Context: an optimization exercise on an open-source flow, tuned for small area and a short achievable clock period. The choices shown serve that exercise and are no tape-out recipe.
Function was checked by simulation only, so behaviour that the tests miss may differ from the original.
Power is estimated from default activity; no workload was simulated.

`flow/flow/io.tcl`:
```
# Place the ports on the die edge in bit-sliced order, so that each data bit's inputs and
# outputs sit next to each other. Sourced by the floorplan step (IO_CONSTRAINTS).
set nm 9
set ns 4
set w 32
set iw 4
proc bits {name n w b} {
  set r {}
  for {set i 0} {$i < $n} {incr i} { lappend r "${name}\[[expr {$i * $w + $b}]\]" }
  return $r
}
set order {clk rst}
foreach n {m_req m_ack m_err} { lappend order {*}[bits $n $nm 1 0] }
foreach n {s_req s_ack} { lappend order {*}[bits $n $ns 1 0] }
lappend order {*}[bits m_we $nm 1 0] {*}[bits s_we $ns 1 0]
for {set b [expr {$w - 1}]} {$b >= 16} {incr b -1} {
  lappend order {*}[bits m_addr $nm $w $b] {*}[bits s_addr $ns $w $b]
}
for {set i 0} {$i < $iw} {incr i} {
  lappend order {*}[bits m_id $nm $iw $i] {*}[bits s_id $ns $iw $i]
}
for {set b 15} {$b >= 0} {incr b -1} {
  lappend order {*}[bits m_addr $nm $w $b] {*}[bits s_addr $ns $w $b]
  lappend order {*}[bits m_wdata $nm $w $b] {*}[bits s_wdata $ns $w $b]
}
for {set b 16} {$b < $w} {incr b} {
  lappend order {*}[bits m_wdata $nm $w $b] {*}[bits s_wdata $ns $w $b]
}
for {set b 0} {$b < $w} {incr b} {
  lappend order {*}[bits s_rdata $ns $w $b] {*}[bits m_rdata $nm $w $b]
}

# Walk the edge clockwise from the bottom-left corner, keeping clear of the corners.
set die [ord::get_die_area]
set dx [lindex $die 2]
set dy [lindex $die 3]
set mg 12.0
set lx [expr {$dx - 2 * $mg}]
set ly [expr {$dy - 2 * $mg}]
set per [expr {2 * ($lx + $ly)}]
set n [llength $order]
set i 0
foreach p $order {
  set t [expr {($i + 0.5) / $n * $per}]
  if {$t < $ly} {
    place_pin -pin_name $p -layer met3 -location [list 0 [expr {$mg + $t}]] -force_to_die_boundary
  } elseif {$t < $ly + $lx} {
    place_pin -pin_name $p -layer met2 -location [list [expr {$mg + $t - $ly}] $dy] -force_to_die_boundary
  } elseif {$t < 2 * $ly + $lx} {
    place_pin -pin_name $p -layer met3 -location [list $dx [expr {$dy - $mg - ($t - $ly - $lx)}]] -force_to_die_boundary
  } else {
    place_pin -pin_name $p -layer met2 -location [list [expr {$dx - $mg - ($t - 2 * $ly - $lx)}] 0] -force_to_die_boundary
  }
  incr i
}
```
`flow/design.v`:
```
module system_crossbar_rr #(
  parameter int NUM_MASTERS    = 9,
  parameter int NUM_SLAVES     = 4,
  parameter int ADDR_WIDTH     = 32,
  parameter int DATA_WIDTH     = 32,
  parameter int ID_WIDTH       = 4,
  parameter logic [NUM_SLAVES*ADDR_WIDTH-1:0] SLAVE_BASE =
    {32'h3000_0000, 32'h2000_0000, 32'h1000_0000, 32'h0000_0000},
  parameter logic [NUM_SLAVES*ADDR_WIDTH-1:0] SLAVE_MASK =
    {32'hFFFF_0000, 32'hFFFF_0000, 32'hFFFF_0000, 32'hF000_0000},
  parameter logic [NUM_MASTERS-1:0] HI_PRIO_MASK = 9'h1FE,
  parameter int TIMEOUT_CYCLES = 256
) (
  input  logic                             clk,
  input  logic                             rst,
  input  logic [NUM_MASTERS-1:0]           m_req,
  input  logic [NUM_MASTERS-1:0]           m_we,
  input  logic [NUM_MASTERS*ADDR_WIDTH-1:0] m_addr,
  input  logic [NUM_MASTERS*DATA_WIDTH-1:0] m_wdata,
  input  logic [NUM_MASTERS*ID_WIDTH-1:0]   m_id,
  output logic [NUM_MASTERS-1:0]           m_ack,
  output logic [NUM_MASTERS-1:0]           m_err,
  output logic [NUM_MASTERS*DATA_WIDTH-1:0] m_rdata,
  output logic [NUM_SLAVES-1:0]            s_req,
  output logic [NUM_SLAVES-1:0]            s_we,
  output logic [NUM_SLAVES*ADDR_WIDTH-1:0] s_addr,
  output logic [NUM_SLAVES*DATA_WIDTH-1:0] s_wdata,
  output logic [NUM_SLAVES*ID_WIDTH-1:0]   s_id,
  input  logic [NUM_SLAVES-1:0]            s_ack,
  input  logic [NUM_SLAVES*DATA_WIDTH-1:0] s_rdata
);
  localparam int NM = NUM_MASTERS;
  localparam int NS = NUM_SLAVES;
  localparam int AW = ADDR_WIDTH;
  localparam int DW = DATA_WIDTH;
  localparam int IW = ID_WIDTH;
  localparam int CW = $clog2(TIMEOUT_CYCLES);
  localparam logic [CW-1:0] CNT_LAST = CW'(TIMEOUT_CYCLES - 1);
  logic [NS-1:0]  r_busy, r_resp, r_terr;
  logic [NS-1:0][NM-1:0] r_win;
  logic [NS-1:0][CW-1:0] r_cnt;
  logic [NS-1:0][DW-1:0] r_rd;
  logic [NM-1:0]  r_dack, r_cool;
  logic [NM-1:0]  w_hit;
  logic [NM-1:0][NS-1:0] w_match;
  logic [NS-1:0][NM-1:0] w_reqv;
  logic [NS-1:0][NM-1:0] w_gnt;
  logic [NS-1:0]  w_start, w_fin, w_tmo;
  logic [NM-1:0]  w_derr;
  function automatic logic [NM-1:0] rr_pick(input logic [NM-1:0] req, input logic [NM-1:0] win);
    logic [NM-1:0] after, res;
    logic seen, found;
    seen = win[NM-1];
    for (int m = 0; m < NM; m++) begin
      after[m] = seen;
      seen = seen | win[m];
    end
    res = '0;
    found = 1'b0;
    for (int m = 0; m < NM; m++)
      if (!found && req[m] && after[m]) begin res[m] = 1'b1; found = 1'b1; end
    for (int m = 0; m < NM; m++)
      if (!found && req[m]) begin res[m] = 1'b1; found = 1'b1; end
    rr_pick = res;
  endfunction
  for (genvar m = 0; m < NM; m++) begin : g_dec
    for (genvar s = 0; s < NS; s++) begin : g_s
      assign w_match[m][s] =
        (m_addr[m*AW +: AW] & SLAVE_MASK[s*AW +: AW]) == SLAVE_BASE[s*AW +: AW];
      if (s == 0) begin : g_first
        assign w_reqv[s][m] = m_req[m] & w_match[m][s];
      end else begin : g_rest
        assign w_reqv[s][m] = m_req[m] & w_match[m][s] & ~(|w_match[m][s-1:0]);
      end
    end
    assign w_hit[m]  = |w_match[m];
    assign w_derr[m] = m_req[m] & ~w_hit[m] & ~r_dack[m] & ~r_cool[m];
  end
  for (genvar s = 0; s < NS; s++) begin : g_arb
    logic [NM-1:0] hi, lo;
    assign hi          = w_reqv[s] & HI_PRIO_MASK;
    assign lo          = w_reqv[s] & ~HI_PRIO_MASK;
    assign w_gnt[s]    = (|hi) ? rr_pick(hi, r_win[s]) : rr_pick(lo, r_win[s]);
    assign w_start[s]  = ~r_busy[s] & ~r_resp[s] & (|w_reqv[s]);
    assign w_fin[s]    = r_busy[s] & (s_ack[s] | (r_cnt[s] == CNT_LAST));
    assign w_tmo[s]    = ~s_ack[s] & (r_cnt[s] == CNT_LAST);
  end
  always_ff @(posedge clk or posedge rst) begin
    if (rst) begin
      r_busy <= '0;
      r_resp <= '0;
      r_dack <= '0;
      r_cool <= '0;
      for (int s = 0; s < NS; s++) r_win[s] <= NM'(1) << (NM - 1);
    end else begin
      r_busy <= w_start | (r_busy & ~w_fin);
      r_resp <= w_fin;
      r_dack <= w_derr;
      r_cool <= r_dack;
      for (int s = 0; s < NS; s++) begin
        if (w_start[s]) r_win[s] <= w_gnt[s];
      end
    end
  end
  always_ff @(posedge clk) begin
    r_terr <= w_tmo;
    for (int s = 0; s < NS; s++) begin
      r_cnt[s] <= r_busy[s] ? r_cnt[s] + 1'b1 : '0;
      r_rd[s]  <= s_rdata[s*DW +: DW];
    end
  end
  logic [NS*NM-1:0] w_winf, w_self;
  logic [NS*DW-1:0] w_rdf;
  logic [NS*AW-1:0] w_pa;
  logic [NS*DW-1:0] w_pd;
  logic [NS*IW-1:0] w_pi;
  logic [NS-1:0]    w_pw;
  assign w_winf = r_win;
  for (genvar s = 0; s < NS; s++) begin : g_sel
    assign w_self[s*NM +: NM] = r_resp[s] ? r_win[s] : '0;
  end
  assign w_rdf  = r_rd;
  always_comb begin
    w_pa = '0;
    w_pd = '0;
    w_pi = '0;
    w_pw = '0;
    for (int s = 0; s < NS; s++)
      for (int m = 0; m < NM; m++) begin
        w_pa[s*AW +: AW] = w_pa[s*AW +: AW] | ({AW{w_winf[s*NM+m]}} & m_addr[m*AW +: AW]);
        w_pd[s*DW +: DW] = w_pd[s*DW +: DW] | ({DW{w_winf[s*NM+m]}} & m_wdata[m*DW +: DW]);
        w_pi[s*IW +: IW] = w_pi[s*IW +: IW] | ({IW{w_winf[s*NM+m]}} & m_id[m*IW +: IW]);
        w_pw[s]          = w_pw[s] | (w_winf[s*NM+m] & m_we[m]);
      end
  end
  assign s_req   = r_busy;
  assign s_addr  = (w_pa & ~SLAVE_MASK) | SLAVE_BASE;
  assign s_wdata = w_pd;
  assign s_id    = w_pi;
  assign s_we    = w_pw;
  always_comb begin
    m_ack   = r_dack;
    m_err   = r_dack;
    m_rdata = '0;
    for (int m = 0; m < NM; m++)
      for (int s = 0; s < NS; s++) begin
        m_ack[m] = m_ack[m] | w_self[s*NM+m];
        m_err[m] = m_err[m] | (w_self[s*NM+m] & r_terr[s]);
        m_rdata[m*DW +: DW] = m_rdata[m*DW +: DW] | ({DW{w_self[s*NM+m]}} & w_rdf[s*DW +: DW]);
      end
  end
endmodule
```
`flow/standard.sh`:
```
#!/bin/bash
# synth_recipe.tcl (not shown) runs the flow's synth.tcl, then flattens the netlist and writes it again
# the make line also repeats each setting of config.mk as NAME=value (left out here)
make -C /OpenROAD-flow-scripts/flow DESIGN_CONFIG=/design/flow/config.mk WORK_HOME=/design/flow/orfs CLKGATE_MAP_FILE= SYNTH_SCRIPT=/design/flow/synth_recipe.tcl "${@:-finish}"
```
`flow/constraint.sdc`:
```
create_clock -name core_clock -period 7.0 [get_ports {clk}]
set_input_delay 1.4000 -clock core_clock [delete_from_list [all_inputs] [get_ports {clk}]]
set_output_delay 1.4000 -clock core_clock [all_outputs]
set_load 0.01 [all_outputs]
```
`flow/flow/run.sh`:
```
#!/bin/bash
# The standard layout, with two changes: every input and output port gets the smallest buffer
# as its port buffer, and the ports are placed on the die edge in the bit-sliced order that
# flow/io.tcl gives (generated by gen/make_io.py), sourced right after the floorplan.
set -euo pipefail
export BUFFER_PORTS_ARGS="-buffer_cell sky130_fd_sc_hd__buf_1"
export IO_CONSTRAINTS="$PWD/flow/io.tcl"
bash standard.sh > standard_flow.log 2>&1
```
`flow/config.mk`:
```
export PLATFORM = sky130hd
export DESIGN_NAME = system_crossbar_rr
export DESIGN_NICKNAME = system_crossbar_rr
export VERILOG_FILES = /design/flow/design.v
export SDC_FILE = /design/flow/constraint.sdc
export NUM_CORES = 4
export LEC_CHECK = 0
export CAP_MARGIN = 20
export CORE_AREA = 10 10 490 490
export DIE_AREA = 0 0 500 500
export PLACE_DENSITY = 0.7
export SETUP_SLACK_MARGIN = 3.0
export SLEW_MARGIN = 20
```
==> results of run 1 <==
area by class of cell:
cell class,count,area (um^2)
sequential,226,4977
timing repair buffer,1373,5744
clock buffer,28,603.1
antenna,9,22.52
tap,3026,3786
clock inverter,11,93.84
fill,26430,195500
multi-input combinational,2718,18860
inverter,14,52.55
worst register-to-register path, stage by stage (launching register included):
cell and delay (ns):
dfrtp_4 0.69, or2_2 0.43, nor4_1 0.59, and2b_1 0.33
a21oi_1 0.15, a211oi_1 0.37, a22oi_1 0.15, o31ai_1 0.20
stage by stage:
stage,power [W],area [um^2]
3_5_place_dp,0.003602,32840
2_1_floorplan,0.002680,25940
4_1_cts,0.004834,33730
3_3_place_gp,0.003606,32840
5_1_grt,0.005121,34120
6_report,0.004974,34140
cell usage in the layout (no fill, tap or decap), types with 36 or more instances in the layout:
| cell type | instances |
|---|---|
| nor2_1 | 68 |
| a221oi_1 | 226 |
| a22oi_1 | 817 |
| a22o_1 | 225 |
| a222oi_1 | 225 |
| a21oi_1 | 36 |
| buf_1 | 1297 |
| dfxtp_1 | 164 |
| nand2_1 | 376 |
| conb_1 | 52 |
| nand3_1 | 278 |
| and2_4 | 46 |
logic make-up (layout without fill, tap and decap cells):
logic type      after synthesis  count (layout)
mux                           3               3
other cells                   2              61
compound gates             1652            1652
buf+inv                     593            1426
simple gates                980             991
flops                       226             226
xor+xnor                     16              16
fa+ha+maj                     4               4
metal layers:
| metal | vias up | track usage (%) | wire [um] | share of wire (%) |
|---|---|---|---|---|
| met5 | - | 0.2284 | 0 | 0 |
| met4 | 0 | 8.190 | 13210 | 7.0 |
| met3 | 948 | 6.018 | 31750 | 17 |
| met2 | 4717 | 20.20 | 81540 | 43 |
| met1 | 18430 | 13.74 | 62040 | 33 |
| li1 | 16100 | - | - | - |
flip-flops by register name, summed over array words and instances, names as in the netlist:
name    flops
r_cool      9
r_resp      4
r_win      36
r_busy      4
r_dack      9
r_terr      4
r_rd      128
r_cnt      32
report_power, final:
group	switching, W	internal, W
clock	0.000618	0.000620
sequential	0.000260	0.00137
combinational	0.00136	0.000753
what timing repair did:
item / in CTS / in global routing
cloned: 1 / 10
setup buffers: 6 / 19
pin swaps: 5 / 11
gates resized for setup: 50 / 37
setup endpoints to repair: 471 / 306
how the worst min path moves through the flow:
stage,to,cells past startpoint
global route,r_dack[5]$_DFF_PP0_,1
floorplan,r_dack[5]$_DFF_PP0_,1
global placement,r_dack[6]$_DFF_PP0_,1
detailed placement,r_dack[5]$_DFF_PP0_,1
finish,r_dack[5]$_DFF_PP0_,1
CTS,r_dack[5]$_DFF_PP0_,1
==> out/qor.csv, run 1 <==
metric,value,unit
period_minus_slack,4.161,ns
drv_slew,0,
cts_made_buffers,22,
critPathLaunchType,register,
die_x,500,um
synthArstFlopShare,27.43,%
synth_cells,3476,
area_growth,32.58,%
synth_compound_area_share,52.17,%
status,timing/DRC/antenna clean,
drtPass1Iterations,16,
placementRows,176,
setup_tns,0,ns
synth_edf_count,0,
via_per_inst,5.428,
ir_drop,0.2145,mV
cp.depth,4,
powerDensity,145.7,mW/mm^2
drcViolationCount,0,
synth.yosys.warnings,1,
fin_nets,5123,
synth_top_cell_by_area,a22oi_1,
max_slew_margin,21.16,%
leakage,11.25,nW
gr-total-overflow,0,
core-area,0.2297,mm^2
hold_ws,0.4079,ns
max_freq,240.3,MHz
crit_buf_inv,1,
grt_util_all_layers,12.80,%
avgSynthCellArea,7.408,um^2
synth.top_cells.by_count,"a22oi_1 (817), clkbuf_1 (433), nand2_1 (376)",
synth.distinct_cells,84,
setup_viol,0,
min_path_type,register to register,
fin_skew,0.01283,ns
dieArea,0.2500,mm^2
start_util,11.21,%
crit_type,register to output pin,
cp-startpoint,r_win[34]$_DFFE_PP0P_,
cp-end-kind,output pin,
crit_fanout,34,
drive_above_1_share,5.149,%
synth_most_common_cell,a22oi_1,
place_inst,7321,
synth.cell_area,0.02575,mm^2
postRouteAntennaNets,0,
vias,40200,
synthAdderAreaFrac,0.1944,%
yosys-top-cells-area,"a22oi_1 (24%), dfxtp_1 (13%), a222oi_1 (8.7%)",
worstReg2RegEnd,r_win[34]$_DFFE_PP0P_,
cts_max_path_buffers,3,
grt_pass1_vias,38980,
synthSimpleGateAreaFrac,18.69,%
cp-endpoint,m_rdata[229],
crit_arrival,2.76,ns
hp-start,r_cool[5]$_DFF_PP0_,
cap_viol_max_count,0,
grt_first_pass_wirelength,248700,um
crit_chain,and2_4 > a22oi_1 > nand2_1 > buf_1,
die_h,500,um
wl_per_cell,25.46,um
pin_count,0,
drtIter0Drc,11450,
cts-root-buf,clkbuf_16,
finalWirelength,188500,um
synth_top_area_share,23.82,%
worst_path_max_delay_cell,dfrtp_4,
post-route-period-util,59.45,%
antenna_found_initial,10,
synth-main-ff-cell,dfxtp_1,
seq_area_frac_synth,18.79,%
hold_violations,0,
dp_slack,2.560,ns
clock_latency,0.59,ns
crit_path_max_incr_delay,0.83,ns
post-route-util,14.86,%
cts_hold_buf,0,
port_buffers,1297,
rsz0062_at_grt,true,
cpLargestDelayFamily,simple AND/OR/NAND/NOR gates,
clock-sinks,226,
worstPathRequired,5.60,ns
r2r_start,r_win[27]$_DFFE_PP0P_,
synth_top_family_by_area,compound AO/OA/AOI/OAI gates,
clkTransAtPathRegs,0.07,ns
gp_congestion,0.9523,
synth-seq-cells,226,
setup_slack,2.839,ns
reg2reg_depth,7,
dpl.hpwl,132500,um
r2r_slack,3.99,ns
cts_tree,built,
synthMuxAreaShare,0.1215,%
synth-xor-area-share,0.5442,%
max_slew.worst_pin.slew,1.172,ns
layout.cells.non_filler,7405,
grt_max_degree,64,
h-tree-depth,1,
==> inputs of run 2 (changes only) <==
--- a/flow/config.mk
+++ b/flow/config.mk
@@ -8,6 +8,6 @@
 export CAP_MARGIN = 20
 export CORE_AREA = 10 10 490 490
 export DIE_AREA = 0 0 500 500
-export PLACE_DENSITY = 0.7
+export PLACE_DENSITY = 0.55
 export SETUP_SLACK_MARGIN = 3.0
 export SLEW_MARGIN = 20
==> run 2 against run 1 <==
Against the previous run: largest cell class unchanged; still clean on timing, DRC and antenna; count of clock-buffer cells in the layout rose by 5; first-iteration DRC count shrank 21%; setup slack better by 0.095 ns; final cell count barely moved; maximum frequency up 2.3%.
==> out/qor.csv, run 2 <==
metric,value,unit,change
synth-main-ff-cell,dfxtp_1,,unchanged
pwr-share-clk,26.5,%,was 24.9%
internal-power,0.002820,W,was 0.002741 W
max_slew_margin,22.06,%,was 21.16%
synth-seq-cells,226,,unchanged
vias,39090,,was 40200
fin_skew,0.01346,ns,was 0.01283 ns
area_growth,32.38,%,was 32.58%
max_freq,245.9,MHz,was 240.3 MHz
worstPathRequired,5.60,ns,about the same
synth_top_cell_by_area,a22oi_1,,unchanged
final_common_cell,buf_1,,unchanged
drcViolationCount,0,,unchanged
synth_most_common_cell,a22oi_1,,unchanged
n_fill_cell,26500,,was 26430
antenna_found_initial,10,,unchanged
ir_drop,0.2044,mV,was 0.2145 mV
max_slew.worst_pin.slew,1.158,ns,was 1.172 ns
status,timing/DRC/antenna clean,,unchanged
via_per_inst,5.281,,was 5.428
largest_register_ffs,128,,unchanged
core-area,0.2297,mm^2,unchanged
swShare,44.05,%,was 44.90%
synth.top_cells.by_count,"a22oi_1 (817), clkbuf_1 (433), nand2_1 (376)",,unchanged
grt_pass1_vias,38480,,was 38980
setup_viol,0,,unchanged
drtIter0Drc,9066,,was 11450
avgSynthCellArea,7.408,um^2,unchanged
synth.cell_area,0.02575,mm^2,unchanged
clock_latency,0.61,ns,was 0.59 ns
start_util,11.21,%,unchanged
grt_max_degree,63,,was 64
wl_per_cell,24.91,um,was 25.46 um
multiInputGateArea,0.01881,mm^2,was 0.01886 mm^2
cp-end-kind,output pin,,unchanged
gp_congestion,0.9753,,was 0.9523
drv_slew,0,,unchanged
crit_type,register to output pin,,unchanged
die_x,500,um,unchanged
p_comb_share,41.4,%,was 42.4%
seq_area_frac_synth,18.79,%,unchanged
powerDensity,147.8,mW/mm^2,was 145.7 mW/mm^2
finalWirelength,184400,um,was 188500 um
regMostFlops,r_rd,,unchanged
setup_tns,0,ns,unchanged
post-route-period-util,58.09,%,was 59.45%
critPathLaunchType,register,,unchanged
cts-root-buf,clkbuf_16,,unchanged
p_total,0.005040,W,was 0.004974 W
top_regs,"r_rd x128, r_win x36, r_cnt x32",,unchanged
grt_util_all_layers,12.97,%,was 12.80%
placementRows,176,,unchanged
yosys-top-cells-area,"a22oi_1 (24%), dfxtp_1 (13%), a222oi_1 (8.7%)",,unchanged
mostFrequentLayoutCells,"buf_1 (1297), a22oi_1 (817), nand2_1 (376), nand3_1 (278), a221oi_1 (226)",,unchanged
gr-total-overflow,0,,unchanged
synthArstFlopShare,27.43,%,unchanged
min_path_type,register to register,,unchanged
rsz0062_at_grt,true,,unchanged
dieArea,0.2500,mm^2,unchanged
crit_fanout,20,,was 34
synth.yosys.warnings,1,,unchanged
seqCellArea,0.004976,mm^2,was 0.004977 mm^2
clock-sinks,226,,unchanged
drive_above_1_share,5.128,%,was 5.149%
switching_power,0.002220,W,was 0.002234 W
h-tree-depth,1,,unchanged
drtPass1Iterations,14,,was 16
crit_arrival,2.67,ns,was 2.76 ns
synth_top_area_share,23.82,%,unchanged
period_minus_slack,4.066,ns,was 4.161 ns
cts_tree,built,,unchanged
cap_viol_max_count,0,,unchanged
die_h,500,um,unchanged
pin_count,0,,unchanged
synth.distinct_cells,84,,unchanged
synth_cells,3476,,unchanged
seq_power_share,32.1,%,was 32.7%
cts_made_buffers,24,,was 22
dpl.hpwl,137500,um,was 132500 um
synth_edf_count,0,,unchanged
clkTransAtPathRegs,0.06,ns,was 0.07 ns
postRouteAntennaNets,0,,unchanged
fin_nets,5118,,was 5123
hold_violations,0,,unchanged
cts_max_path_buffers,3,,unchanged
leakage,11.26,nW,was 11.25 nW
post-route-util,14.84,%,was 14.86%
port_buffers,1297,,unchanged
grt_first_pass_wirelength,252000,um,was 248700 um
[run 2: cell counts after synthesis]
No cell type changed its count.
[run 2: final timing paths]
kind	startpoint	end	slack [ns]	cells past startpoint
min in group asynchronous	rst	r_cool[2]$_DFF_PP0_	1.00	3
max	r_win[28]$_DFFE_PP0P_	m_rdata[40]	2.93	4
min	r_cool[6]$_DFF_PP0_	r_dack[6]$_DFF_PP0_	0.40	1
max in group asynchronous	rst	r_win[31]$_DFFE_PP0P_	5.31	3
min reg2reg	r_cool[6]$_DFF_PP0_	r_dack[6]$_DFF_PP0_	0.40	1
max reg2reg	r_win[35]$_DFFE_PP1P_	r_win[34]$_DFFE_PP0P_	3.75	8
[run 2: critical path, cell delays in order, from the launching register on]
cell,delay [ns]
dfrtp_4,0.77
and2_2,0.77
a22oi_1,0.20
nand2_1,0.10
buf_1,0.19
[run 2: kinds of logic after synthesis]
kind of cell / Yosys count / synth area share, %
muxes: 3 / 0.1215
adders and majority gates: 4 / 0.1944
and+or+nand+nor: 980 / 18.69
buffers and inverters: 593 / 9.455
DFF: 226 / 18.79
xor gates and xnor gates: 16 / 0.5442
other: 2 / 0.02916
AOI/OAI and AO/OA: 1652 / 52.17
[run 2: layout make-up]
class,instances,area share (%)
clock inverters,11,0.2900
inverters,14,0.1542
multi-input cells,2712,55.16
well taps,3026,11.11
diodes,7,0.05138
flip-flops and latches,226,14.60
repair buffers,1372,16.60
clock buffers,33,2.037
[run 2: through the flow]
step | cells | instance area, um^2 | hold WS (ns) | setup slack (ns)
after floorplan | 3526 | 25940 | 0.3826 | 3.619
after global placement | 7324 | 32860 | 0.3872 | 2.677
after detailed placement | 7324 | 32870 | 0.3945 | 2.694
after CTS | 7370 | 33810 | 0.3921 | 2.963
after global routing | 7394 | 34070 | 0.4047 | 2.921
final | 7401 | 34090 | 0.3956 | 2.934
[run 2: routing by layer]
layer / part of all wire (%) / GRT usage (%) / vias up
met2: 45 / 21.14 / 4070
met5: 0.10 / 0 / -
li1: - / - / 16080
met4: 6.1 / 7.010 / 6
met1: 34 / 14.67 / 18240
met3: 15 / 4.857 / 693
[run 2: power groups by stage]
stage	combinational (W)	sequential, W	clock, W
after floorplan	0.00127	0.00141	0
after global placement	0.00199	0.00163	0
after detailed placement	0.00199	0.00163	0
after CTS	0.00201	0.00160	0.00135
after global routing	0.00222	0.00162	0.00140
final	0.00208	0.00162	0.00134
[run 2: what timing repair did]
action                                  4_1_cts  5_1_grt
cloned                                        1        4
hold buffers                                  0        0
buffers inserted                              1       20
pin swaps                                     4        5
endpoints found under the setup margin      482      200
gates resized for setup                      56       13

[afterwards: timing with drivers on the ports]
Ports are ideal in the flow. The routed layouts listed here were re-timed in OpenROAD. Step 1: set_driving_cell puts a clkbuf_16 on clk and a buf_2 on each other input, an assumption about the parent block. Step 2 times the ports against the registers' clock, not the clock port: input delays grow and output delays shrink by t, the midpoint of the rising clock arrivals with the driver on. Slacks: ideal / step 1 / step 2; pairs: ideal / step 1.
run	t, ns	setup slack, ns	hold slack, ns
run 1	0.663	2.839 / 2.764 / 2.592	0.408 / 0.408 / 0.408
run 2	0.674	2.934 / 2.859 / 2.515	0.396 / 0.396 / 0.396
After both steps setup and hold are still met in every run listed. The setup slack of run 2, which loses most, moves by -0.075 ns with the drivers and by -0.419 ns with both steps.
